This is an optimization exercise on Yosys and OpenROAD, whose aim is small area, a short achievable clock period and few clock cycles per item, not a production implementation. Function was checked by simulation only, so behaviour that the tests miss may differ from the original. Power is estimated from default activity; no workload was simulated.

==> run A: inputs <==
// execute_mc
module execute_mc #(
  parameter int N      = 64,
  parameter int MUL_EN = 1
) (
  input  logic         clk,
  input  logic         reset,
  input  logic         valid_E,
  input  logic         flush_E,
  input  logic         AluSrc,
  input  logic [3:0]   AluControl,
  input  logic         MulOp,
  input  logic [N-1:0] PC_E,
  input  logic [N-1:0] signImm_E,
  input  logic [N-1:0] readData1_E,
  input  logic [N-1:0] readData2_E,
  output logic         stall_E,
  output logic [N-1:0] PCBranch_M,
  output logic [N-1:0] aluResult_M,
  output logic [N-1:0] writeData_M,
  output logic         zero_M,
  output logic         valid_M
);
  localparam int K = 5;
  logic [2:0] cnt_q;      
  logic        busy_q;     
  logic        fin_q;      
  logic        valid_q;
  logic [63:0] S_q, C_q, A_q, PCB_q;
  logic        ci_q, P_q;
  logic [5:0]  done_q, dtwo_q, dneg_q;
  logic        mul_go, accept;
  logic        last_step;
  logic [63:0] a, b, bsel;
  assign a = readData1_E;
  assign b = readData2_E;
  assign bsel = AluSrc ? signImm_E : readData2_E;
  assign mul_go  = valid_E & MulOp & ~flush_E & ~reset;
  assign stall_E = MulOp & ~fin_q;
  assign accept  = valid_E & ~flush_E & ~reset & (~MulOp | fin_q);
  assign valid_M     = valid_q;
  assign writeData_M = A_q;
  assign PCBranch_M  = PCB_q;
  logic [63:0] os_p, os_g, os_s;
  assign os_p = S_q ^ C_q;
  assign os_g = S_q & C_q;
  wire os_g0c = os_g[0] | (os_p[0] & ci_q);
  wire os_G1 = os_g[1] | (os_p[1] & os_g[0]) | (os_p[1] & os_p[0] & ci_q);
  wire os_P1 = os_p[1] & os_p[0];
  wire os_G2 = os_g[3] | (os_p[3] & os_g[2]);
  wire os_P2 = os_p[3] & os_p[2];
  wire os_G3 = os_g[5] | (os_p[5] & os_g[4]);
  wire os_P3 = os_p[5] & os_p[4];
  wire os_G4 = os_g[7] | (os_p[7] & os_g[6]);
  wire os_P4 = os_p[7] & os_p[6];
  wire os_G5 = os_g[9] | (os_p[9] & os_g[8]);
  wire os_P5 = os_p[9] & os_p[8];
  wire os_G6 = os_g[11] | (os_p[11] & os_g[10]);
  wire os_P6 = os_p[11] & os_p[10];
  wire os_G7 = os_g[13] | (os_p[13] & os_g[12]);
  wire os_P7 = os_p[13] & os_p[12];
  ...
==> flow/config.mk <==
export PLATFORM = sky130hd
export DESIGN_NAME = execute_mc
export DESIGN_NICKNAME = execute_mc
export VERILOG_FILES = /design/flow/design.v
export SDC_FILE = /design/flow/constraint.sdc
export NUM_CORES = 4
export LEC_CHECK = 0
export ABC_AREA = 1
export CAP_MARGIN = 20
export CORE_MARGIN = 2
export CORE_UTILIZATION = 62
export SETUP_SLACK_MARGIN = 3.7
export SLEW_MARGIN = 20
export TNS_END_PERCENT = 5
==> flow/constraint.sdc <==
create_clock -name core_clock -period 7.0 [get_ports {clk}]
set_input_delay 1.4000 -clock core_clock [delete_from_list [all_inputs] [get_ports {clk}]]
set_output_delay 1.4000 -clock core_clock [all_outputs]
set_load 0.01 [all_outputs]
standard.sh (not shown) runs the stock make flow with config.mk's settings and CLKGATE_MAP_FILE= SYNTH_SCRIPT=/design/flow/synth_recipe.tcl, a recipe that flattens the netlist after the stock synthesis.
==> flow/flow/run.sh <==
#!/bin/bash
set -euo pipefail
export BUFFER_PORTS_ARGS="-buffer_cell sky130_fd_sc_hd__buf_1"
R=orfs/results/sky130hd/execute_mc/base
bash standard.sh MATCH_CELL_FOOTPRINT=0 synth > synth.log 2>&1
cp $R/1_2_yosys.v $R/1_2_yosys.synth.v
python3 flow/polarity.py $R/1_2_yosys.synth.v $R/1_2_yosys.v > polarity.log 2>&1
rm -f $R/1_synth.odb
bash standard.sh MATCH_CELL_FOOTPRINT=0 finish > finish.log 2>&1
Other scripts of this flow, unchanged in this note and not shown: flow/flow/polarity.py
==> run B: changes against run A <==
--- a/flow/config.mk
+++ b/flow/config.mk
@@ -9,5 +9,5 @@
 export CAP_MARGIN = 20
 export CORE_MARGIN = 2
-export CORE_UTILIZATION = 62
+export CORE_UTILIZATION = 55
 export SETUP_SLACK_MARGIN = 3.7
 export SLEW_MARGIN = 20
==> comparison table <==
metric                                                    run A           run B
Fraction of area in clock buffers and inverters          0.0295          0.0270
Least setup slack across all paths after layout         2630 ps         2770 ps
Initial antenna violation count                              25              14
Multi-input gates                                          3758            3757
Status                                           finished clean  finished clean
Leakage Power                                           19.9 nW         19.9 nW
Clock-net power                                         2.15 mW         2.04 mW
Die Y-Extent                                             252 um          268 um
Slowest Stage Delay on Critical Path                     400 ps          380 ps
GR Util met2                                              0.725           0.679
Final critical-path required period                     4370 ps         4230 ps
Fraction of area in registers                             0.135           0.135
Storage cell area                                  0.00599 mm^2    0.00605 mm^2
Testbench counts of run A, summed over its fixed seeds: cycles 35,101, instrs 24,000.
Testbench counts of run B, summed over its fixed seeds: cycles 35,101, instrs 24,000.


==> indigo: inputs <==
execute_mc, a different RTL version from the one above (not shown whole).
export LEC_CHECK = 0
export ABC_AREA = 1
export CAP_MARGIN = 20
export CORE_MARGIN = 2
export CORE_UTILIZATION = 62
export PLACE_DENSITY = 0.72
export SETUP_SLACK_MARGIN = 3.7
export SLEW_MARGIN = 20
export TNS_END_PERCENT = 5
create_clock -name core_clock -period 7.0 [get_ports {clk}]
Scripts as last shown in full above: flow/flow/run.sh
Other scripts of this flow, unchanged in this note and not shown: flow/flow/polarity.py
==> quartz: changes against indigo <==
PLACE_DENSITY = unset   (was 0.72)
==> run summary <==
- Against indigo, the critical path depth of quartz is higher by 4.
- Of quartz and indigo, indigo has the higher core utilization (gap 0.21 points).
- In quartz the register-to-register slack is better than in indigo, by 50 ps.
- Final area: quartz is lower than indigo (0.28%).
- Of quartz and indigo, indigo has the higher combinational power (gap about 3%, measured against indigo).
- Against quartz, the via count of indigo is larger by 2.6%.
- In synthesized cell count, indigo and quartz do not differ.
- First-iteration DRC count: quartz is smaller than indigo (about 16%).
- Die area is the same in quartz and indigo.
- Of quartz and indigo, indigo has the higher routed wire length (gap 4.0%, measured against indigo).
- indigo produced a clean layout. quartz finished with timing, DRC and antenna clean.
- Sequential power is about the same in indigo and quartz.
==> figures <==
| metric | indigo | quartz |
|---|---|---|
| Antenna cells | 22 | 17 |
| DRT met1 WL | 61200 um | 59400 um |
| Final Non-Filler Cells | 6271 | 6299 |
| Clock buffers created by TritonCTS | 38 | 37 |
| Run status | complete, no violations | complete, no violations |
| Flip-flop and latch area | 5920 um2 | 5950 um2 |
| Drt first-iter violations | 9805 | 8232 |
| Power per cell area | 410 nW/um2 | 401 nW/um2 |
| Crit Reg-Reg Startpoint | A_q[19]$_DFF_P_ | A_q[29]$_DFF_P_ |
| DR WL met2 | 70800 um | 68800 um |
| Post-CTS clock slew at the launch and capture registers of the worst setup and hold paths | 70 ps | 60 ps |
| Share of layout cells above drive strength 1 | 0.156 | 0.156 |
| Post-CTS Setup Repair Bufs | 33 | 28 |
| Post-DR wirelength/cell | 29.5 um | 28.2 um |
| Final area over synthesized area | 1.209x | 1.206x |
| Total net switching power | 9.61 mW | 9.28 mW |
| Met2 usage | 0.709 | 0.699 |
| Total internal power | 9.03 mW | 8.88 mW |
| Post-DR vias/cell | 7.03 | 6.83 |
| Post-layout minimum cycle time | 4460 ps | 4190 ps |
| Reported leakage power | 19.8 nW | 19.9 nW |
| Logic power comb | 13.6 mW | 13.2 mW |
| Proportion of power drawn by flip-flops and latches | 0.156 | 0.159 |
Testbench counts of indigo, summed over its fixed seeds: cycles 35,101, instrs 24,000.
Testbench counts of quartz, summed over its fixed seeds: cycles 35,101, instrs 24,000.


==> branch xenon <==
Another version of the RTL of execute_mc (not shown whole).
==> flow/design.v (excerpt) <==
module execute_mc #(
  parameter int N      = 64,
  parameter int MUL_EN = 1
) (
  input  logic         clk,
  input  logic         reset,
  input  logic         valid_E,
  input  logic         flush_E,
  input  logic         AluSrc,
  input  logic [3:0]   AluControl,
  input  logic         MulOp,
  input  logic [N-1:0] PC_E,
  input  logic [N-1:0] signImm_E,
  input  logic [N-1:0] readData1_E,
  input  logic [N-1:0] readData2_E,
  output logic         stall_E,
  output logic [N-1:0] PCBranch_M,
  output logic [N-1:0] aluResult_M,
  output logic [N-1:0] writeData_M,
  output logic         zero_M,
  output logic         valid_M
);
Settings: LEC_CHECK=0, ABC_AREA=1, CAP_MARGIN=20, CORE_MARGIN=2, CORE_UTILIZATION=55, SETUP_SLACK_MARGIN=3.7, SLEW_MARGIN=20, TNS_END_PERCENT=5; clock period 7.0 ns.
==> flow/flow/run.sh <==
#!/bin/bash
set -euo pipefail
export BUFFER_PORTS_ARGS="-buffer_cell sky130_fd_sc_hd__buf_1"
R=orfs/results/sky130hd/execute_mc/base
bash standard.sh synth > synth.log 2>&1
cp $R/1_2_yosys.v $R/1_2_yosys.synth.v
python3 flow/polarity.py $R/1_2_yosys.synth.v $R/1_2_yosys.v > polarity.log 2>&1
rm -f $R/1_synth.odb
bash standard.sh > finish.log 2>&1
Other scripts of this flow, unchanged in this note and not shown: flow/flow/polarity.py
==> inputs of branch garnet, as changes to branch xenon <==
--- a/flow/flow/run.sh
+++ b/flow/flow/run.sh
@@ -4,3 +4,3 @@
 R=orfs/results/sky130hd/execute_mc/base
-bash standard.sh synth > synth.log 2>&1
+bash standard.sh MATCH_CELL_FOOTPRINT=0 synth > synth.log 2>&1
 cp $R/1_2_yosys.v $R/1_2_yosys.synth.v
@@ -8,2 +8,2 @@
 rm -f $R/1_synth.odb
-bash standard.sh > finish.log 2>&1
+bash standard.sh MATCH_CELL_FOOTPRINT=0 finish > finish.log 2>&1
==> summary of the runs <==
- Branch xenon finished with timing, DRC and antenna clean. Branch garnet finished clean.
- Between branch garnet and branch xenon, the lower register-to-register slack is in branch xenon (gap 0.03 ns).
- Of branch xenon and branch garnet, branch garnet has the higher clock skew (gap 0.014 ns).
- In branch garnet the core utilization is higher than in branch xenon, by 1.5 points.
- In branch xenon the clock power is smaller than in branch garnet, by about 4%.
Testbench counts of branch xenon, summed over its fixed seeds: cycles 38,096, instrs 24,000.
Testbench counts of branch garnet, summed over its fixed seeds: cycles 38,096, instrs 24,000.


==> v23 <==
Starting RTL as in the previous note.
// execute_mc
module execute_mc #(
  parameter int N      = 64,
  parameter int MUL_EN = 1
) (
  input  logic         clk,
  input  logic         reset,
  input  logic         valid_E,
  input  logic         flush_E,
  input  logic         AluSrc,
  input  logic [3:0]   AluControl,
  input  logic         MulOp,
  input  logic [N-1:0] PC_E,
  input  logic [N-1:0] signImm_E,
  input  logic [N-1:0] readData1_E,
  input  logic [N-1:0] readData2_E,
  output logic         stall_E,
  output logic [N-1:0] PCBranch_M,
  output logic [N-1:0] aluResult_M,
  output logic [N-1:0] writeData_M,
  output logic         zero_M,
  output logic         valid_M
);
==> flow/config.mk <==
export PLATFORM = sky130hd
export DESIGN_NAME = execute_mc
export DESIGN_NICKNAME = execute_mc
export VERILOG_FILES = /design/flow/design.v
export SDC_FILE = /design/flow/constraint.sdc
export NUM_CORES = 4
export LEC_CHECK = 0
export CAP_MARGIN = 20
export CORE_MARGIN = 2
export CORE_UTILIZATION = 55
export SETUP_SLACK_MARGIN = 3.8
export SLEW_MARGIN = 20
export TNS_END_PERCENT = 5
==> flow/constraint.sdc <==
create_clock -name core_clock -period 7.0 [get_ports {clk}]
set_input_delay 1.4000 -clock core_clock [delete_from_list [all_inputs] [get_ports {clk}]]
set_output_delay 1.4000 -clock core_clock [all_outputs]
set_load 0.01 [all_outputs]
==> flow/flow/run.sh <==
#!/bin/bash
export BUFFER_PORTS_ARGS="-buffer_cell sky130_fd_sc_hd__buf_1"
export RECOVER_POWER=100
bash standard.sh > standard.log 2>&1
==> v39: changes against v23 <==
==> flow/run.sh (new file) <==
#!/bin/bash
# synth_recipe.tcl (not shown) runs the flow's synth.tcl, then flattens the netlist and writes it again
# the make line also repeats each setting of config.mk as NAME=value (left out here)
make -C /OpenROAD-flow-scripts/flow DESIGN_CONFIG=/design/flow/config.mk WORK_HOME=/design/flow/orfs CLKGATE_MAP_FILE= SYNTH_SCRIPT=/design/flow/synth_recipe.tcl finish
removed: flow/flow/run.sh
removed: flow/standard.sh
==> v9: changes against v23 <==
==> flow/run.sh (new file) <==
#!/bin/bash
# synth_recipe.tcl (not shown) runs the flow's synth.tcl, then flattens the netlist and writes it again
# the make line also repeats each setting of config.mk as NAME=value (left out here)
make -C /OpenROAD-flow-scripts/flow DESIGN_CONFIG=/design/flow/config.mk WORK_HOME=/design/flow/orfs CLKGATE_MAP_FILE= SYNTH_SCRIPT=/design/flow/synth_recipe.tcl finish
--- a/flow/config.mk
+++ b/flow/config.mk
@@ -5,9 +5,10 @@
 export SDC_FILE = /design/flow/constraint.sdc
 export NUM_CORES = 4
 export LEC_CHECK = 0
+export ABC_AREA = 1
 export CAP_MARGIN = 20
 export CORE_MARGIN = 2
 export CORE_UTILIZATION = 55
-export SETUP_SLACK_MARGIN = 3.8
+export SETUP_SLACK_MARGIN = 3.7
 export SLEW_MARGIN = 20
 export TNS_END_PERCENT = 5
removed: flow/flow/run.sh
removed: flow/standard.sh
==> comparison <==
- Utilization: v39 is lower than v9 (2.8 points).
- The highest clock power belongs to v9, the lowest to v39.
- The lowest non-clock buffer count belongs to v23, the highest to v9.
- Of v39 and v9, v9 has the higher via count (gap about 11%, measured against v9).
- v39 completed with no timing, DRC or antenna violations. v9 produced a clean layout. v23 ran to the end with violations: max-capacitance violations, max-slew violations.
- Between v23 and v9, the lower area after synthesis is in v23 (gap about 0.9%, measured against v9).
- In sequential cell count, v23 and v9 do not differ.
- In v23 the wire length is lower than in v9, by about 5%.
Testbench counts of v23, summed over its fixed seeds: cycles 38,096, instrs 24,000.
Testbench counts of v39, summed over its fixed seeds: cycles 38,096, instrs 24,000.
Testbench counts of v9, summed over its fixed seeds: cycles 38,096, instrs 24,000.


==> run a: inputs <==
Another version of the RTL of execute_mc (not shown whole).
==> flow/config.mk <==
export PLATFORM = sky130hd
export DESIGN_NAME = execute_mc
export DESIGN_NICKNAME = execute_mc
export VERILOG_FILES = /design/flow/design.v
export SDC_FILE = /design/flow/constraint.sdc
export NUM_CORES = 4
export LEC_CHECK = 0
export ABC_AREA = 1
export CAP_MARGIN = 20
export CORE_MARGIN = 2
export CORE_UTILIZATION = 62
export SETUP_SLACK_MARGIN = 3.7
export SLEW_MARGIN = 20
export TNS_END_PERCENT = 5
==> flow/constraint.sdc <==
create_clock -name core_clock -period 7.0 [get_ports {clk}]
set_input_delay 1.4000 -clock core_clock [delete_from_list [all_inputs] [get_ports {clk}]]
set_output_delay 1.4000 -clock core_clock [all_outputs]
set_load 0.01 [all_outputs]
==> flow/flow/run.sh <==
#!/bin/bash
set -euo pipefail
export BUFFER_PORTS_ARGS="-buffer_cell sky130_fd_sc_hd__buf_1"
R=orfs/results/sky130hd/execute_mc/base
bash standard.sh MATCH_CELL_FOOTPRINT=0 synth > synth.log 2>&1
cp $R/1_2_yosys.v $R/1_2_yosys.synth.v
python3 flow/polarity.py $R/1_2_yosys.synth.v $R/1_2_yosys.v > polarity.log 2>&1
rm -f $R/1_synth.odb
bash standard.sh MATCH_CELL_FOOTPRINT=0 finish > finish.log 2>&1
Other scripts of this flow, unchanged in this note and not shown: flow/flow/polarity.py
==> run b (differences from run a) <==
--- a/flow/config.mk
+++ b/flow/config.mk
@@ -10,3 +10,3 @@
 export CORE_MARGIN = 2
-export CORE_UTILIZATION = 62
+export CORE_UTILIZATION = 66
 export SETUP_SLACK_MARGIN = 3.7
==> run c (differences from run a) <==
--- a/flow/config.mk
+++ b/flow/config.mk
@@ -10,5 +10,5 @@
 export CORE_MARGIN = 2
-export CORE_UTILIZATION = 62
-export SETUP_SLACK_MARGIN = 3.7
+export CORE_UTILIZATION = 55
+export SETUP_SLACK_MARGIN = 3.8
 export SLEW_MARGIN = 20
-export TNS_END_PERCENT = 5
+export TNS_END_PERCENT = 30
==> run summary <==
Run c ran to the end with no violations. Run a finished clean. Run b did not get past global routing, error GRT-0232.
Between run c and run a, the lower clock skew is in run c (gap 0.0066 ns).
Between run c and run a, the lower routed wire length is in run a (gap 12%, measured against run a).
Between run c and run a, the lower worst setup slack is in run c (gap 0.013 ns).
Of run c and run a, run c has the higher combinational power (gap about 10%, measured against run a).
Sequential cell count is the same in run c and run a.
Between run a and run c, the lower first-iteration DRC count is in run a (gap about 5%, measured against run c).
Clock-buffer cell count is the same in run a and run c.
Against run a, the sequential share of layout area of run c is lower by 1.0 points.
In area after synthesis, run b and run a do not differ.
Testbench counts of run a, summed over its fixed seeds: cycles 38,096, instrs 24,000.
Testbench counts of run b, summed over its fixed seeds: cycles 38,096, instrs 24,000.
Testbench counts of run c, summed over its fixed seeds: cycles 38,096, instrs 24,000.

[port drivers added, routing unchanged]
How much do the figures lean on ideal ports? The routed layouts below were timed once more, with nothing changed but the port constraints. Step 1 assumes that a clkbuf_16 drives the clock port and a buf_2 every other input. Step 2 moves the port delays by t, midway between the first and last clock arrival at a register: inputs arrive t later, outputs are due t later. That takes back most of the time a late clock gives input paths. Slacks: ideal ports / drivers / drivers and shift; pairs: ideal ports / drivers.
run | t, ns | setup slack, ns | worst setup path at the end
run A of note 1 | 0.637 | 2.635 / 2.571 / 2.645 | input to register
run B of note 1 | 0.635 | 2.769 / 2.709 / 2.545 | input to register
indigo | 0.649 | 2.537 / 2.474 / 2.504 | input to register
quartz | 0.649 | 2.812 / 2.746 / 2.456 | input to register
branch xenon | 0.655 | 3.014 / 2.921 / 2.266 | input to register
branch garnet | 0.675 | 3.088 / 2.957 / 2.282 | input to register
v23 | 0.641 | 1.070 / 1.098 / 0.456 | input to register
v39 | 0.653 | 2.493 / 2.290 / 1.637 | input to register
v9 | 0.683 | 3.107 / 3.039 / 2.413 | input to register
run a of note 5 | 0.663 | 3.112 / 3.109 / 2.527 | input to register
run c of note 5 | 0.660 | 3.099 / 3.099 / 2.561 | input to register
The setup slack of v39, which loses most, moves by -0.203 ns with the drivers and by -0.856 ns with both steps.
